This is an optimization exercise on Yosys and OpenROAD, whose aim is small area and a short achievable clock period, not a production implementation.
Function was checked by simulation only, so behaviour that the tests miss may differ from the original.
Power is estimated from default activity; no workload was simulated.

==> flow/run.sh <==
#!/bin/bash
# synth_recipe.tcl (not shown) runs the flow's synth.tcl, then flattens the netlist and writes it again
# the make line also repeats each setting of config.mk as NAME=value (left out here)
make -C /OpenROAD-flow-scripts/flow DESIGN_CONFIG=/design/flow/config.mk WORK_HOME=/design/flow/orfs CLKGATE_MAP_FILE= SYNTH_SCRIPT=/design/flow/synth_recipe.tcl finish
==> flow/config.mk <==
export PLATFORM = sky130hd
export DESIGN_NAME = motion_command_word_parser_core
export DESIGN_NICKNAME = motion_command_word_parser_core
export VERILOG_FILES = /design/flow/design.v
export SDC_FILE = /design/flow/constraint.sdc
export NUM_CORES = 4
export LEC_CHECK = 0
export CAP_MARGIN = 20
export CORE_MARGIN = 2
export CORE_UTILIZATION = 40
export SLEW_MARGIN = 20
==> flow/constraint.sdc <==
create_clock -name core_clock -period 10.0 [get_ports {aclk}]
set_input_delay 2.0000 -clock core_clock [delete_from_list [all_inputs] [get_ports {aclk}]]
set_output_delay 2.0000 -clock core_clock [all_outputs]
set_load 0.01 [all_outputs]
==> flow/design.v <==
package mcwp_pkg;
    localparam int FIELD_LEN = 6;
    localparam int NUM_AXES  = 3;
    localparam int VAL_W     = 17;
    typedef logic [3:0]       code_t;
    typedef logic [VAL_W-1:0] val_t;
    typedef logic [FIELD_LEN-1:0][3:0] axis_codes_t;
    localparam code_t CODE_DOT   = 4'd10;
    localparam code_t CODE_EMPTY = 4'd15;
    localparam logic [2:0] FIELD_NONE = 3'd0;
    localparam logic [2:0] FIELD_X    = 3'd1;
    localparam logic [2:0] FIELD_Y    = 3'd2;
    localparam logic [2:0] FIELD_Z    = 3'd3;
    localparam logic [2:0] FIELD_F    = 3'd4;
    localparam logic [2:0] STATUS_OK       = 3'd0;
    localparam logic [2:0] STATUS_CANCEL   = 3'd1;
    localparam logic [2:0] STATUS_BAD_CHAR = 3'd2;
    localparam logic [2:0] STATUS_BAD_NUM  = 3'd3;
    localparam logic [2:0] STATUS_LIMIT    = 3'd4;
    localparam logic [1:0] AXIS_X = 2'd0;
    localparam logic [1:0] AXIS_Y = 2'd1;
    localparam logic [1:0] AXIS_Z = 2'd2;
    localparam logic [1:0] AXIS_F = 2'd3;
    localparam logic [2:0] REG_X_LIMIT = 3'd0;
    localparam logic [2:0] REG_Y_LIMIT = 3'd1;
    localparam logic [2:0] REG_Z_LIMIT = 3'd2;
    localparam logic [2:0] REG_X_HOLD  = 3'd3;
    localparam logic [2:0] REG_Y_HOLD  = 3'd4;
    localparam logic [2:0] REG_Z_HOLD  = 3'd5;
    localparam val_t LIMIT_RESET = 17'd99999;
    localparam logic [7:0] ASCII_CR    = 8'h0D;
    localparam logic [7:0] ASCII_ETX   = 8'h03;
    localparam logic [7:0] ASCII_SPACE = 8'h20;
    localparam logic [7:0] ASCII_DOT   = 8'h2E;
    localparam logic [7:0] ASCII_0     = 8'h30;
    localparam logic [7:0] ASCII_9     = 8'h39;
    localparam logic [7:0] ASCII_X_UP  = 8'h58;
    localparam logic [7:0] ASCII_X_LO  = 8'h78;
    localparam logic [7:0] ASCII_Y_UP  = 8'h59;
    localparam logic [7:0] ASCII_Y_LO  = 8'h79;
    localparam logic [7:0] ASCII_Z_UP  = 8'h5A;
    localparam logic [7:0] ASCII_Z_LO  = 8'h7A;
    localparam logic [7:0] ASCII_F_UP  = 8'h46;
    localparam logic [7:0] ASCII_F_LO  = 8'h66;
    typedef struct packed {
        logic       finish;
        logic       error;
        logic [2:0] status;
        logic [1:0] axis;
    } byte_evt_t;
    typedef struct packed {
        logic bad;
        logic over;
        val_t val;
    } axis_res_t;
endpackage
module mcwp_cmd_store (
    input  logic                             aclk,
    input  logic                             aresetn,
    input  logic                             byte_accept,
    input  logic [7:0]                       rx_byte,
    output logic [71:0]                      store,
    output mcwp_pkg::byte_evt_t              evt
);
    logic [mcwp_pkg::NUM_AXES*mcwp_pkg::FIELD_LEN*4-1:0] store_reg, store_next;
    logic [2:0]                  sel_reg, sel_next;
    logic [2:0]                  idx_reg, idx_next;
    logic                        discard_reg, discard_next;
    logic            is_char;
    mcwp_pkg::code_t code;
    always_comb begin
        is_char = 1'b0;
        code    = mcwp_pkg::CODE_EMPTY;
        if (rx_byte >= mcwp_pkg::ASCII_0 && rx_byte <= mcwp_pkg::ASCII_9) begin
            is_char = 1'b1;
            code    = 4'(rx_byte - mcwp_pkg::ASCII_0);
        end else if (rx_byte == mcwp_pkg::ASCII_DOT) begin
            is_char = 1'b1;
            code    = mcwp_pkg::CODE_DOT;
        end
    end
    always_comb begin
        store_next   = store_reg;
        sel_next     = sel_reg;
        idx_next     = idx_reg;
        discard_next = discard_reg;
        evt          = '0;
        if (byte_accept) begin
            if (discard_reg) begin
                if (rx_byte == mcwp_pkg::ASCII_CR) begin
                    store_next   = {(mcwp_pkg::NUM_AXES*mcwp_pkg::FIELD_LEN){mcwp_pkg::CODE_EMPTY}};
                    sel_next     = mcwp_pkg::FIELD_NONE;
                    idx_next     = '0;
                    discard_next = 1'b0;
                end
            end else if (rx_byte == mcwp_pkg::ASCII_CR) begin
                evt.finish   = 1'b1;
                store_next   = {(mcwp_pkg::NUM_AXES*mcwp_pkg::FIELD_LEN){mcwp_pkg::CODE_EMPTY}};
                sel_next     = mcwp_pkg::FIELD_NONE;
                idx_next     = '0;
            end else if (rx_byte == mcwp_pkg::ASCII_ETX) begin
                evt.error    = 1'b1;
                evt.status   = mcwp_pkg::STATUS_CANCEL;
                evt.axis     = mcwp_pkg::AXIS_X;
                discard_next = 1'b1;
            end else if (rx_byte == mcwp_pkg::ASCII_SPACE) begin
            end else if (rx_byte == mcwp_pkg::ASCII_X_UP || rx_byte == mcwp_pkg::ASCII_X_LO) begin
                sel_next = mcwp_pkg::FIELD_X;
                idx_next = '0;
            end else if (rx_byte == mcwp_pkg::ASCII_Y_UP || rx_byte == mcwp_pkg::ASCII_Y_LO) begin
                sel_next = mcwp_pkg::FIELD_Y;
                idx_next = '0;
            end else if (rx_byte == mcwp_pkg::ASCII_Z_UP || rx_byte == mcwp_pkg::ASCII_Z_LO) begin
                sel_next = mcwp_pkg::FIELD_Z;
                idx_next = '0;
            end else if (rx_byte == mcwp_pkg::ASCII_F_UP || rx_byte == mcwp_pkg::ASCII_F_LO) begin
                sel_next = mcwp_pkg::FIELD_F;
                idx_next = '0;
            end else if (sel_reg != mcwp_pkg::FIELD_NONE) begin
                if (!is_char) begin
                    evt.error    = 1'b1;
                    evt.status   = mcwp_pkg::STATUS_BAD_CHAR;
                    evt.axis     = 2'(sel_reg - 3'd1);
                    discard_next = 1'b1;
                end else if (idx_reg >= 3'(mcwp_pkg::FIELD_LEN)) begin
                    sel_next = mcwp_pkg::FIELD_NONE;
                end else begin
                    for (int f = 0; f < mcwp_pkg::NUM_AXES; f++) begin
                        for (int i = 0; i < mcwp_pkg::FIELD_LEN; i++) begin
                            if (sel_reg == 3'(f + 1) && idx_reg == 3'(i)) begin
                                store_next[(f*mcwp_pkg::FIELD_LEN+i)*4 +: 4] = code;
                            end
                        end
                    end
                    idx_next = 3'(idx_reg + 3'd1);
                end
            end
        end
    end
    always_ff @(posedge aclk) begin
        if (!aresetn) begin
            store_reg   <= {(mcwp_pkg::NUM_AXES*mcwp_pkg::FIELD_LEN){mcwp_pkg::CODE_EMPTY}};
            sel_reg     <= mcwp_pkg::FIELD_NONE;
            idx_reg     <= '0;
            discard_reg <= 1'b0;
        end else begin
            store_reg   <= store_next;
            sel_reg     <= sel_next;
            idx_reg     <= idx_next;
            discard_reg <= discard_next;
        end
    end
    assign store = store_reg;
endmodule
module mcwp_axis_eval (
    input  logic [23:0]           codes,
    input  mcwp_pkg::val_t        limit,
    input  mcwp_pkg::val_t        hold,
    output logic [18:0]           res
);
    function automatic logic is_dig(input logic [3:0] c);
        is_dig = (c <= 4'd9);
    endfunction
    function automatic logic dig_or_empty(input logic [3:0] c);
        dig_or_empty = (c <= 4'd9) || (c == mcwp_pkg::CODE_EMPTY);
    endfunction
    function automatic logic [16:0] dval(input logic [3:0] c);
        dval = (c <= 4'd9) ? {13'd0, c} : 17'd0;
    endfunction
    mcwp_pkg::code_t c0, c1, c2, c3, c4, c5;
    logic           res_bad;
    logic           res_over;
    mcwp_pkg::val_t res_val;
    logic           tail3;
    logic           rest_empty;
    logic           empty_axis;
    logic           shape_ok;
    mcwp_pkg::val_t mils;
    assign c0 = codes[3:0];
    assign c1 = codes[7:4];
    assign c2 = codes[11:8];
    assign c3 = codes[15:12];
    assign c4 = codes[19:16];
    assign c5 = codes[23:20];
    assign res = {res_bad, res_over, res_val};
    always_comb begin
        tail3 = dig_or_empty(c3) && dig_or_empty(c4) && dig_or_empty(c5);
        rest_empty = (c2 == mcwp_pkg::CODE_EMPTY) && (c3 == mcwp_pkg::CODE_EMPTY)
                  && (c4 == mcwp_pkg::CODE_EMPTY) && (c5 == mcwp_pkg::CODE_EMPTY);
        empty_axis = 1'b0;
        shape_ok   = 1'b1;
        mils       = '0;
        if (c0 == mcwp_pkg::CODE_DOT && is_dig(c1) && dig_or_empty(c2)
                && tail3) begin
            mils = dval(c1) * 17'd100 + dval(c2) * 17'd10 + dval(c3);
        end else if (is_dig(c0) && c1 == mcwp_pkg::CODE_DOT && is_dig(c2)
                && tail3) begin
            mils = dval(c0) * 17'd1000 + dval(c2) * 17'd100
                 + dval(c3) * 17'd10 + dval(c4);
        end else if (is_dig(c0) && is_dig(c1) && c2 == mcwp_pkg::CODE_DOT
                && tail3) begin
            mils = dval(c0) * 17'd10000 + dval(c1) * 17'd1000
                 + dval(c3) * 17'd100 + dval(c4) * 17'd10 + dval(c5);
        end else if (is_dig(c0) && dig_or_empty(c1) && rest_empty) begin
            mils = dval(c0) * 17'd10000 + dval(c1) * 17'd1000;
            if (c1 == mcwp_pkg::CODE_EMPTY) begin
                mils = dval(c0) * 17'd1000;
            end
        end else if (c0 == mcwp_pkg::CODE_EMPTY && c1 == mcwp_pkg::CODE_EMPTY
                && rest_empty) begin
            empty_axis = 1'b1;
        end else begin
            shape_ok = 1'b0;
        end
        res_bad  = !shape_ok;
        res_over = shape_ok && !empty_axis && (mils > limit);
        if (!shape_ok) begin
            res_val = '0;
        end else if (empty_axis) begin
            res_val = hold;
        end else begin
            res_val = mils;
        end
    end
endmodule
module motion_command_word_parser_core (
    input  logic        aclk,
    input  logic        aresetn,
    input  logic        s_valid,
    output logic        s_ready,
    input  logic [7:0]  s_rx_byte,
    output logic        m_valid,
    input  logic        m_ready,
    output logic [2:0]  m_status,
    output logic [1:0]  m_error_axis,
    output logic [16:0] m_x_mils,
    output logic [16:0] m_y_mils,
    output logic [16:0] m_z_mils,
    input  logic        cfg_valid,
    output logic        cfg_ready,
    input  logic [2:0]  cfg_index,
    input  logic [16:0] cfg_data
);
    mcwp_pkg::val_t [2:0] limit_reg;
    mcwp_pkg::val_t [2:0] hold_reg;
    logic                        byte_accept;
    logic [71:0]                 store;
    mcwp_pkg::byte_evt_t         evt;
    mcwp_pkg::axis_res_t         res0, res1, res2;
    logic       m_valid_reg, m_valid_next;
    logic [2:0] status_reg, status_next;
    logic [1:0] axis_reg, axis_next;
    mcwp_pkg::val_t [2:0] mils_reg, mils_next;
    assign cfg_ready   = 1'b1;
    assign s_ready     = !m_valid_reg || m_ready;
    assign byte_accept = s_valid && s_ready;
    always_ff @(posedge aclk) begin
        if (!aresetn) begin
            limit_reg <= {3{mcwp_pkg::LIMIT_RESET}};
            hold_reg  <= '0;
        end else if (cfg_valid) begin
            unique case (cfg_index)
                mcwp_pkg::REG_X_LIMIT: limit_reg[0] <= cfg_data;
                mcwp_pkg::REG_Y_LIMIT: limit_reg[1] <= cfg_data;
                mcwp_pkg::REG_Z_LIMIT: limit_reg[2] <= cfg_data;
                mcwp_pkg::REG_X_HOLD:  hold_reg[0]  <= cfg_data;
                mcwp_pkg::REG_Y_HOLD:  hold_reg[1]  <= cfg_data;
                mcwp_pkg::REG_Z_HOLD:  hold_reg[2]  <= cfg_data;
                default: ;
            endcase
        end
    end
    mcwp_cmd_store u_store (
        .aclk        (aclk),
        .aresetn     (aresetn),
        .byte_accept (byte_accept),
        .rx_byte     (s_rx_byte),
        .store       (store),
        .evt         (evt)
    );
    mcwp_axis_eval u_eval_x (
        .codes (store[23:0]),
        .limit (limit_reg[0]),
        .hold  (hold_reg[0]),
        .res   (res0)
    );
    mcwp_axis_eval u_eval_y (
        .codes (store[47:24]),
        .limit (limit_reg[1]),
        .hold  (hold_reg[1]),
        .res   (res1)
    );
    mcwp_axis_eval u_eval_z (
        .codes (store[71:48]),
        .limit (limit_reg[2]),
        .hold  (hold_reg[2]),
        .res   (res2)
    );
    always_comb begin
        m_valid_next = m_valid_reg && !m_ready;
        status_next  = status_reg;
        axis_next    = axis_reg;
        mils_next    = mils_reg;
        if (evt.error) begin
            m_valid_next = 1'b1;
            status_next  = evt.status;
            axis_next    = evt.axis;
            mils_next    = '0;
        end else if (evt.finish) begin
            m_valid_next = 1'b1;
            status_next  = mcwp_pkg::STATUS_OK;
            axis_next    = mcwp_pkg::AXIS_X;
            mils_next    = {res2.val, res1.val, res0.val};
            if (res0.bad || res1.bad || res2.bad) begin
                status_next = mcwp_pkg::STATUS_BAD_NUM;
                if (res2.bad) begin
                    axis_next = mcwp_pkg::AXIS_Z;
                end else if (res1.bad) begin
                    axis_next = mcwp_pkg::AXIS_Y;
                end
            end else if (res0.over || res1.over || res2.over) begin
                status_next = mcwp_pkg::STATUS_LIMIT;
                if (res2.over) begin
                    axis_next = mcwp_pkg::AXIS_Z;
                end else if (res1.over) begin
                    axis_next = mcwp_pkg::AXIS_Y;
                end
            end
            if (status_next != mcwp_pkg::STATUS_OK) begin
                mils_next = '0;
            end
        end
    end
    always_ff @(posedge aclk) begin
        if (!aresetn) begin
            m_valid_reg <= 1'b0;
        end else begin
            m_valid_reg <= m_valid_next;
        end
    end
    always_ff @(posedge aclk) begin
        status_reg <= status_next;
        axis_reg   <= axis_next;
        mils_reg   <= mils_next;
    end
    assign m_valid      = m_valid_reg;
    assign m_status     = status_reg;
    assign m_error_axis = axis_reg;
    assign m_x_mils     = mils_reg[0];
    assign m_y_mils     = mils_reg[1];
    assign m_z_mils     = mils_reg[2];
endmodule
==> summary.txt <==
==> cell type report <==
cell class | instances | area share (%)
repair buffers | 108 | 3.42
flip-flops and latches | 238 | 15.9
inverters | 305 | 3.79
multi-input cells | 2659 | 70.1
clock buffers | 38 | 2.65
clock inverters | 13 | 0.447
well taps | 882 | 3.65
==> worst max-delay path, delay by kind of cell (launching register included) <==
family,cells,cell delay [ps]
AO/OA/AOI/OAI,13,3240
adder cells (fa/ha/maj),8,2700
AND/OR/NAND/NOR,8,2240
XOR/XNOR,3,580
flip-flops,1,360
buffers and inverters,2,200
==> layer usage <==
layer  up-vias  GRT usage (%)  wire, um
li1      11674              -         -
met1     11043           32.3     39200
met2       505           37.3     37000
met3        60           2.18      3630
met4         0           3.55      1100
met5         -              0         0
==> metrics by stage <==
step | setup slack [ps] | instance area (um^2) | hold slack, ps
global placement | 808 | 29300 | 440
global route | 22.8 | 30200 | 469
detailed placement | 680 | 29300 | 443
CTS | 626 | 30200 | 450
floorplan | 2040 | 27500 | 438
finish | 613 | 30200 | 450
==> how the worst max path moves through the flow <==
stage | endpoint | cells after the start
2_1_floorplan | mils_reg[10] | 34
3_3_place_gp | mils_reg[16] | 34
3_5_place_dp | mils_reg[16] | 34
4_1_cts | mils_reg[16] | 34
5_1_grt | mils_reg[3] | 34
6_report | mils_reg[33] | 34
==> repair_timing <==
action,CTS,global route
setup buffers,0,0
resized for setup,0,2
endpoints found under the setup margin,0,44
==> where the power goes <==
part | leakage (nW) | total [mW] | switching [mW] | internal [mW]
registers | 1.93 | 0.967 | 0.00524 | 0.962
clock network | 0.451 | 1.04 | 0.429 | 0.613
logic | 13.0 | 0.0944 | 0.0612 | 0.0331
total | 15.4 | 2.10 | 0.496 | 1.61
==> cells by family after synthesis <==
| kind of cell | count (synthesis) | synth area share (%) |
|---|---|---|
| multiplexers | 91 | 3.32 |
| other | 1 | 0.0136 |
| flip-flops | 238 | 17.5 |
| adder cells (fa/ha/maj) | 632 | 31.9 |
| buffers and inverters | 407 | 5.76 |
| AO/OA/AOI/OAI | 791 | 19.0 |
| AND/OR/NAND/NOR | 967 | 16.9 |
| XOR/XNOR | 176 | 5.60 |
==> cell usage after synthesis, drive strengths merged, types with 9 or more instances <==
master	instances	area (um^2)
ha	516	6460
nand2	446	1680
inv	305	1140
dfxtp	233	4660
a21oi	206	1030
o21ai	168	961
nor2	145	547
xnor2	120	1050
fa	116	2320
mux2i	88	881
a21boi	81	608
clkbuf	81	305
nor2b	66	413
xor2	56	490
a21o	55	413
o211ai	47	353
nand2b	45	282
nand3	41	210
nor3	40	205
o21a	37	278
a211oi	28	215
nand4	28	175
and3	25	156
or2	25	156
o22ai	24	163
and2	23	144
buf	21	135
a31oi	20	125
o21bai	18	135
or3	18	113
nor4	17	170
a221oi	15	131
nor3b	14	105
a22oi	11	82.6
o31ai	10	75.1
or4	10	80.1
o221ai	9	78.8
==> flow_summary.ini <==
[setup_path]
r2r_start = u_store.store_reg[5]
rrSetupSlack_ps = 610
reg2reg_depth = 34
critPathMaxStageDelay_ps = 800
setup.worst_path.start_class = register
cp.required_ps = 10490
rr_endpoint = mils_reg[33]
critPathLaunch = u_store.store_reg[5]
critPathMaxFanout = 8
cpMaxStageDelayCell = nor4_2
critical_path_class = reg2reg
crit_arrival_ps = 9880
cp-end-kind = register
crit_top_cell = ha_1

[clock_tree]
insertion_delay_ps = 560
numCtsBuffers = 28
htreeDepth = 1
cts.path.max_buffers = 3
path_clk_slew_ps = 70
cts_hold_buf = 0
cts_sinks = 238
cts_tree = built
clock-root-buffer = clkbuf_16

[synth]
syn_avg_cell_area_um2 = 8.33
synthDistinctLibCells = 90
synthCells = 3303
async_reset_ff_share_pct = 0
ys_ff_latch = 238
seq_area_frac_synth_pct = 17.5
synth_nets = 3968
yosysWarnings = 3
synth_edf_count = 5
synth_area_mm2 = 0.0275
ys.flop_type = dfxtp_1

[grt]
gr-usage-all-layers_pct = 22.6
grt_overflow = 0
antenna_found_initial = 0
grt_max_degree = 101
first_global_vias = 22198
grt_pass1_wl_mm = 127

[finish]
nets = 4005
largest_register_ffs = 72
regArea_mm2 = 0.00481
final_layout_size_suffix_gt1_share_pct = 4.61
antenna_cells = 0
fin_cells = 4243
nFillCells = 6834
final_cell_mix = ha_1, nand2_1, inv_1, dfxtp_1, a21oi_1
mostFrequentLayoutCell = ha_1
post-route-util_pct = 44.2
area_growth_pct = 9.78
multi_input_area_mm2 = 0.0212

[placed_design]
port_buffers = 90
dp_cells = 4191
hpwl_mm = 65.3
gp_congestion = 0.893

[floorplanning]
die_height_um = 266
num_io_pins = 92
num_rows = 96
die_area_mm2 = 0.0709
fp.dieW_um = 266
start_util_pct = 40.3
coreArea_mm2 = 0.0683

[hold_path]
holdPathEnd = mils_reg[29]
hp-start = mils_reg[29]
min_path_type = reg2reg
worstHoldPathCells = 2

[sta]
clock.fmax_mhz = 107
rsz0062_at_grt = false
hold_viol_final = 0
setup_viol_count_final = 0
skew_ps = 26.3
relSlewSlack_pct = 23.1
layout_min_cycle_time_ps = 9390
fin_crit_sh_pct = 93.9
drv_slew = 0
fin_setup_tns_ps = 0
worst_slew_pin_slew_ps = 1150

[route]
firstDrtPassIters = 6
drc_errors = 0
vias = 23282
wirelength_mm = 80.8
detail_route.wl_per_cell_um = 19.1
drtAntennaViolNets = 0
drt_iter0_drc = 1389
viasPerCell = 5.49

[power]
ir_drop_mv = 0.111
power.density_mw_per_mm2 = 69.6
leakagePower_nw = 15.4
report.power.total_mw = 2.10

[outcome]
status = finished clean

[flow_run]
maxCapViolations = 0

port drivers added, routing unchanged:
No port has a modelled driver above. Below, the same layout with a new extraction and two added sets of constraints. Step 1 sets driving cells, clkbuf_16 on the clock port and buf_2 on the other inputs (assumed; they add their load-dependent delay and slew). Step 2 moves the port delays by t, midway between the first and last clock arrival at a register: inputs arrive t later, outputs are due t later. That takes back most of the time a late clock gives input paths. Slacks: no drivers / after step 1 / after step 2; pairs: no drivers / after step 1.
t, ns: 0.612
slack for setup (ns): 0.613 / 0.613 / 0.613
worst setup path at the end: register to register
After both steps this run still meets setup and hold. For this run, drivers alone change the setup slack by 0.000 ns; drivers and shift together by 0.000 ns.
